Background: an optimization exercise with open tools, aiming at small area. Do not read the settings as production practice.
Only simulation tests tie the RTL to the original design; equivalence was not proved.
Power is estimated from default activity; no workload was simulated.

**design.v**
```verilog
module snitch_vfpr_wb #(
   parameter int unsigned AddrWidth      = 32,
   parameter int unsigned DataWidth      = 64,
   parameter int unsigned BufDepth       = 4,
   parameter int unsigned MaxOutstanding = 4
) (
   input  logic                     clk_i,
   input  logic                     rst_ni,
   input  logic [AddrWidth-1:0]     res_addr_i,
   input  logic [DataWidth-1:0]     res_data_i,
   input  logic                     res_valid_i,
   output logic                     res_ready_o,
   output logic [AddrWidth-1:0]     wr_q_addr_o,
   output logic [DataWidth-1:0]     wr_q_data_o,
   output logic [DataWidth/8-1:0]   wr_q_strb_o,
   output logic                     wr_q_valid_o,
   input  logic                     wr_q_ready_i,
   input  logic                     wr_p_valid_i,
   input  logic [3*AddrWidth-1:0]   haz_addr_i,
   input  logic [2:0]               haz_en_i,
   output logic                     hazard_o,
   output logic                     idle_o,
   output logic                     err_o
);
   localparam int unsigned BufPtrW = (BufDepth > 1) ? $clog2(BufDepth) : 1;
   localparam int unsigned BufCntW = $clog2(BufDepth + 1);
   localparam int unsigned OutPtrW = (MaxOutstanding > 1) ? $clog2(MaxOutstanding) : 1;
   localparam int unsigned OutCntW = $clog2(MaxOutstanding) + 1;
   function automatic logic [BufPtrW-1:0] bufPtrInc(input logic [BufPtrW-1:0] ptr);
      if (ptr == BufPtrW'(BufDepth - 1)) bufPtrInc = '0;
      else bufPtrInc = ptr + BufPtrW'(1);
   endfunction
   function automatic logic [OutPtrW-1:0] outPtrInc(input logic [OutPtrW-1:0] ptr);
      if (ptr == OutPtrW'(MaxOutstanding - 1)) outPtrInc = '0;
      else outPtrInc = ptr + OutPtrW'(1);
   endfunction
   logic [AddrWidth-1:0]      bufAddr_q [BufDepth];
   logic [DataWidth-1:0]      bufData_q [BufDepth];
   logic [BufDepth-1:0]       bufValid_q, bufValid_d;
   logic [BufPtrW-1:0]        bufWrPtr_q, bufWrPtr_d;
   logic [BufPtrW-1:0]        bufRdPtr_q, bufRdPtr_d;
   logic [BufCntW-1:0]        bufCount_q, bufCount_d;
   logic [AddrWidth-1:0]      inflAddr_q [MaxOutstanding];
   logic [MaxOutstanding-1:0] inflValid_q, inflValid_d;
   logic [OutPtrW-1:0]        inflWrPtr_q, inflWrPtr_d;
   logic [OutPtrW-1:0]        inflRdPtr_q, inflRdPtr_d;
   logic [OutCntW-1:0]        outstanding_q, outstanding_d;
   logic                      err_q, err_d;
   logic                      bufEmpty;
   logic                      bufFull;
   logic                      outZero;
   logic                      pushBuf;
   logic                      issue;
   logic                      respPop;
   logic                      spurious;
   logic                      hazMatch;
   assign bufEmpty = (bufCount_q == '0);
   assign bufFull  = (bufCount_q == BufCntW'(BufDepth));
   assign outZero  = (outstanding_q == '0);
   assign res_ready_o  = ~bufFull;
   assign pushBuf      = res_valid_i & ~bufFull;
   assign wr_q_valid_o = ~bufEmpty & (outstanding_q < OutCntW'(MaxOutstanding));
   assign issue        = wr_q_valid_o & wr_q_ready_i;
   assign wr_q_addr_o  = bufAddr_q[bufRdPtr_q];
   assign wr_q_data_o  = bufData_q[bufRdPtr_q];
   assign wr_q_strb_o  = '1;
   assign respPop  = wr_p_valid_i & (~outZero | issue);
   assign spurious = wr_p_valid_i & outZero & ~issue;
   assign idle_o = bufEmpty & outZero;
   assign err_o  = err_q;
   always_comb begin
      hazMatch = 1'b0;
      for (int unsigned i = 0; i < 3; i++) begin
         if (haz_en_i[i]) begin
            for (int unsigned b = 0; b < BufDepth; b++) begin
               if (bufValid_q[b] && (bufAddr_q[b] == haz_addr_i[i*AddrWidth +: AddrWidth])) begin
                  hazMatch = 1'b1;
               end
            end
            for (int unsigned o = 0; o < MaxOutstanding; o++) begin
               if (inflValid_q[o] && (inflAddr_q[o] == haz_addr_i[i*AddrWidth +: AddrWidth])) begin
                  hazMatch = 1'b1;
               end
            end
         end
      end
   end
   assign hazard_o = hazMatch;
   always_comb begin
      bufValid_d = bufValid_q;
      bufWrPtr_d = bufWrPtr_q;
      bufRdPtr_d = bufRdPtr_q;
      bufCount_d = bufCount_q;
      if (issue) begin
         bufValid_d[bufRdPtr_q] = 1'b0;
         bufRdPtr_d             = bufPtrInc(bufRdPtr_q);
      end
      if (pushBuf) begin
         bufValid_d[bufWrPtr_q] = 1'b1;
         bufWrPtr_d             = bufPtrInc(bufWrPtr_q);
      end
      case ({pushBuf, issue})
         2'b10:   bufCount_d = bufCount_q + BufCntW'(1);
         2'b01:   bufCount_d = bufCount_q - BufCntW'(1);
         default: bufCount_d = bufCount_q;
      endcase
   end
   always_comb begin
      inflValid_d   = inflValid_q;
      inflWrPtr_d   = inflWrPtr_q;
      inflRdPtr_d   = inflRdPtr_q;
      outstanding_d = outstanding_q;
      err_d         = err_q | spurious;
      if (issue) begin
         inflValid_d[inflWrPtr_q] = 1'b1;
         inflWrPtr_d              = outPtrInc(inflWrPtr_q);
      end
      if (respPop) begin
         inflValid_d[inflRdPtr_q] = 1'b0;
         inflRdPtr_d              = outPtrInc(inflRdPtr_q);
      end
      case ({issue, respPop})
         2'b10:   outstanding_d = outstanding_q + OutCntW'(1);
         2'b01:   outstanding_d = outstanding_q - OutCntW'(1);
         default: outstanding_d = outstanding_q;
      endcase
   end
   always_ff @(posedge clk_i or negedge rst_ni) begin
      if (!rst_ni) begin
         for (int unsigned b = 0; b < BufDepth; b++) begin
            bufAddr_q[b] <= '0;
            bufData_q[b] <= '0;
         end
         for (int unsigned o = 0; o < MaxOutstanding; o++) begin
            inflAddr_q[o] <= '0;
         end
         bufValid_q    <= '0;
         bufWrPtr_q    <= '0;
         bufRdPtr_q    <= '0;
         bufCount_q    <= '0;
         inflValid_q   <= '0;
         inflWrPtr_q   <= '0;
         inflRdPtr_q   <= '0;
         outstanding_q <= '0;
         err_q         <= 1'b0;
      end else begin
         if (pushBuf) begin
            bufAddr_q[bufWrPtr_q] <= res_addr_i;
            bufData_q[bufWrPtr_q] <= res_data_i;
         end
         if (issue) begin
            inflAddr_q[inflWrPtr_q] <= wr_q_addr_o;
         end
         bufValid_q    <= bufValid_d;
         bufWrPtr_q    <= bufWrPtr_d;
         bufRdPtr_q    <= bufRdPtr_d;
         bufCount_q    <= bufCount_d;
         inflValid_q   <= inflValid_d;
         inflWrPtr_q   <= inflWrPtr_d;
         inflRdPtr_q   <= inflRdPtr_d;
         outstanding_q <= outstanding_d;
         err_q         <= err_d;
      end
   end
endmodule
```
**run.sh**
```bash
#!/bin/bash
# synth_recipe.tcl (not shown) runs the flow's synth.tcl, then flattens the netlist and writes it again
# the make line also repeats each setting of config.mk as NAME=value (left out here)
make -C /OpenROAD-flow-scripts/flow DESIGN_CONFIG=/design/flow/config.mk WORK_HOME=/design/flow/orfs CLKGATE_MAP_FILE= SYNTH_SCRIPT=/design/flow/synth_recipe.tcl finish
```
**config.mk**
```make
export PLATFORM = sky130hd
export DESIGN_NAME = snitch_vfpr_wb
export DESIGN_NICKNAME = snitch_vfpr_wb
export VERILOG_FILES = /design/flow/design.v
export SDC_FILE = /design/flow/constraint.sdc
export NUM_CORES = 4
export LEC_CHECK = 0
export CAP_MARGIN = 20
export CORE_MARGIN = 2
export CORE_UTILIZATION = 40
export SETUP_SLACK_MARGIN = 0.3
export SLEW_MARGIN = 20
```
**constraint.sdc**
```tcl
create_clock -name core_clock -period 6.5 [get_ports {clk_i}]
set_input_delay 1.3000 -clock core_clock [delete_from_list [all_inputs] [get_ports {clk_i}]]
set_output_delay 1.3000 -clock core_clock [all_outputs]
set_load 0.01 [all_outputs]
```
==> summary.txt <==
[stage by stage]
stage	worst slack [ns]	setup TNS (ns)	cells
2_1_floorplan	2.58	0	2703
3_3_place_gp	-0.0476	-0.0476	4046
3_5_place_dp	0.0303	0	4046
4_1_cts	0.404	0	4154
5_1_grt	0.326	0	4155
6_report	0.259	0	4155
[worst max-delay path, cell delays in order]
cell             delay [ns]
clkdlybuf4s50_1        0.64
xnor2_1                0.75
nand4_1                0.41
nor4_1                 0.58
nand4_1                0.17
o22ai_1                0.21
o41ai_1                0.12
nand3_1                0.16
clkdlybuf4s50_1        0.58
[routing by layer]
metal	share of wire, %	track usage, %
met3	5.2	5.37
met4	8.1	25.2
met2	49	63.3
met5	0.020	0
met1	38	42.7
[worst max path at each step]
stage,from,end,slack [ns],depth (start not counted)
6_report,haz_addr_i[92],hazard_o,0.26,9
5_1_grt,haz_addr_i[72],hazard_o,0.33,10
4_1_cts,haz_addr_i[18],hazard_o,0.40,9
3_5_place_dp,haz_addr_i[18],hazard_o,0.03,9
3_3_place_gp,haz_addr_i[18],hazard_o,-0.05,9
2_1_floorplan,haz_addr_i[94],hazard_o,2.58,8
[power by group]
group          switching (mW)  internal [mW]
logic                    5.62           5.18
clock network            1.48           2.02
registers                2.58           4.99
total                    9.68           12.2
[cell type report]
type | instances | area (um2)
Fill cell | 7074 | 40100
Multi-Input combinational cell | 1850 | 17000
Sequential cell | 535 | 13400
Timing Repair Buffer | 495 | 4570
Clock buffer | 81 | 1680
Tap cell | 1050 | 1310
Inverter | 116 | 435
Clock inverter | 27 | 349
Antenna cell | 1 | 2.50
[state kept, by name, indices dropped and copies added (netlist names)]
register	count
bufAddr_q	128
bufCount_q	3
bufData_q	256
bufRdPtr_q	2
bufValid_q	4
bufWrPtr_q	2
err_q	1
inflAddr_q	128
inflRdPtr_q	2
inflValid_q	4
inflWrPtr_q	2
outstanding_q	3
[cells in the mapped netlist (all sizes together)]
cell type  number  share of area (%)
nand4         124                2.4
or3             2              0.039
a21boi          1              0.024
inv           116                1.4
fa              2               0.13
mux2i          96                3.0
o22ai          12               0.24
a222oi         97                3.1
nand3          27               0.43
nand2          20               0.29
a31o            1              0.028
a22o            3              0.083
mux2          512                 18
nor4           92                1.8
nor3           25               0.39
xnor2         431                 12
clkbuf         31               0.37
o21ai          12               0.19
nor2            4              0.047
ha             27                1.1
xor2          340                9.4
and2            2              0.039
buf           171                3.2
dfrtp         535                 42
conb            1              0.012
o41ai           4               0.13
a21oi           8               0.13
[logic make-up (layout without fill, tap and decap cells)]
group                    after synthesis  after routing  share of synthesized area [%]
XOR/XNOR                             771            771                           21.2
multiplexers                         608            608                           21.2
flip-flops                           535            535                           42.1
buffers and inverters                318            719                           4.94
AND/OR/NAND/NOR                      296            296                           5.49
AO/OA/AOI/OAI                        138            138                           3.87
adder cells (fa/ha/maj)               29             29                           1.19
other                                  1              9                         0.0118
[what timing repair did]
item | 4_1_cts | 5_1_grt
gates resized for setup | 2 | 0
hold buffers | 0 | 0
setup endpoints to repair | 1 | 0
[cell usage in the layout (no fill, tap or decap), types with 4 or more instances in the layout]
cell / count
dfrtp_1: 535
mux2_2: 494
xnor2_1: 430
xor2_1: 340
clkdlybuf4s50_1: 299
buf_4: 187
nand4_1: 124
inv_1: 115
a222oi_1: 97
mux2i_1: 92
nor4_1: 88
clkbuf_16: 60
nand3_1: 27
nor3_1: 25
ha_1: 23
mux2_1: 18
nand2_1: 12
o21ai_0: 12
o22ai_1: 12
clkinv_2: 12
clkbuf_1: 11
clkbuf_8: 10
a21oi_1: 8
conb_1: 8
buf_12: 8
bufinv_16: 5
mux2i_2: 4
nor2_1: 4
nand2_4: 4
nor4_2: 4
nand2_2: 4
ha_4: 4
==> summary.txt <==
status=complete, no violations; Final setup viols=0; P_leak=roughly 16 nW; Rel. slew slack=24.9%; hold_sp=err_q; Startpoint Class=input port; total congestion overflow=0; DR iter-0 viols=~2.4k; total core area=0.0789 mm2; Worst Tran Pin Value=around 1.1 ns; TritonRoute pass-1 iters=9; IO Port Bufs=300; RR Endpoint=bufData_q[0][24]; Crit path required time=5.20 ns; reg2reg setup slack=around 3.4 ns; final hold vios=0; CTS root buf=clkbuf_16; die height=between 200 and 300 um; vias per cell=5.81; die area=0.0818 mm2; share of layout cells above drive strength 1=a little over a quarter; Rows=between 100 and 150; pwr/cell area=around 560 mW/mm2; hold depth=1; routed wire length=153000 um; Worst-Skew Late Latency=~0.66 ns; largest net degree at the start of global routing=149; Worst Skew=approximately 0.028 ns; fin crit period=6.24 ns; Slew Viols, Final=0; Final HPWL DP=119000 um; level count of the clock H-tree=2; Vias=approximately 24k; I/O pins=about 310; post-layout utilization of the core=between 40% and 50%; unrepaired setup endpoints after global routing=false; drc violations=0; post-CTS setup buffers=0; FF+latch count, synth=between 500 and 600; worst hold path type=reg2reg; Layout Nets=around 3.3k; sequential element share of the synthesized area=a little over two fifths; synth warn=4; Finished Cell Area=about 0.039 mm2; first-pass GRT wire length=208000 um; Reg2Reg Depth=6; layout overhead on the synthesized area=21.8%; WHS=0.479 ns; Num CTS Buffers=60; cell count after synthesis=around 2.7k; width of the die=roughly 290 um; gp weighted congestion=about 1.0; DR WL/cell=~37 um; CTS tree=yes; Power Total=between 20 and 25 mW; Final period util=between 90% and 100%; Setup crit end kind=primary output; Cell Area, Placed=0.0367 mm2; Worst Path Arrival=~4.9 ns; worst-path maximum fanout=5; antenna violations before repair=6; clock sink total=535; Mapped Area=~0.032 mm2; Initial Utilization=roughly two fifths; synthesized area per cell=approximately 12 um2; distinct cell type count after synthesis=34; vias in the first global route=approximately 26k; clk slew on worst S/H paths=roughly 0.06 ns; number of max-cap violations=0; critical setup path kind=in2out; Max Freq=160 MHz; Endpoint, Worst Hold=err_q; GRT Util Overall=36.9%; Detail Route Antenna Nets=0; reg2reg start=bufCount_q[0]; worst vdd ir=~0.00034 V; clk buf depth=3

port drivers added, routing unchanged:
Ports are ideal in the flow. The routed layout listed here was re-timed in OpenROAD.
Step 1 (the two cells are an assumption about what drives the block):
set clk [get_ports {clk_i}]
set_driving_cell -lib_cell sky130_fd_sc_hd__clkbuf_16 $clk
set_driving_cell -lib_cell sky130_fd_sc_hd__buf_2 [delete_from_list [all_inputs] $clk]
Step 2 also shifts input and output timing later by t, the mid clock arrival at the registers, as if the neighbouring blocks saw the same clock.
Slacks: no drivers / after step 1 / after step 2; pairs: no drivers / after step 1.
t, ns: 0.714
setup slack, ns: 0.259 / 0.232 / 0.232
clock arrival spread, ns: 0.032 / 0.032
slew at the worst register clock pin (ns): 0.08 / 0.08
After both steps setup and hold are still met in this run. The setup slack of this run moves by -0.027 ns with the drivers and by -0.027 ns with both steps.
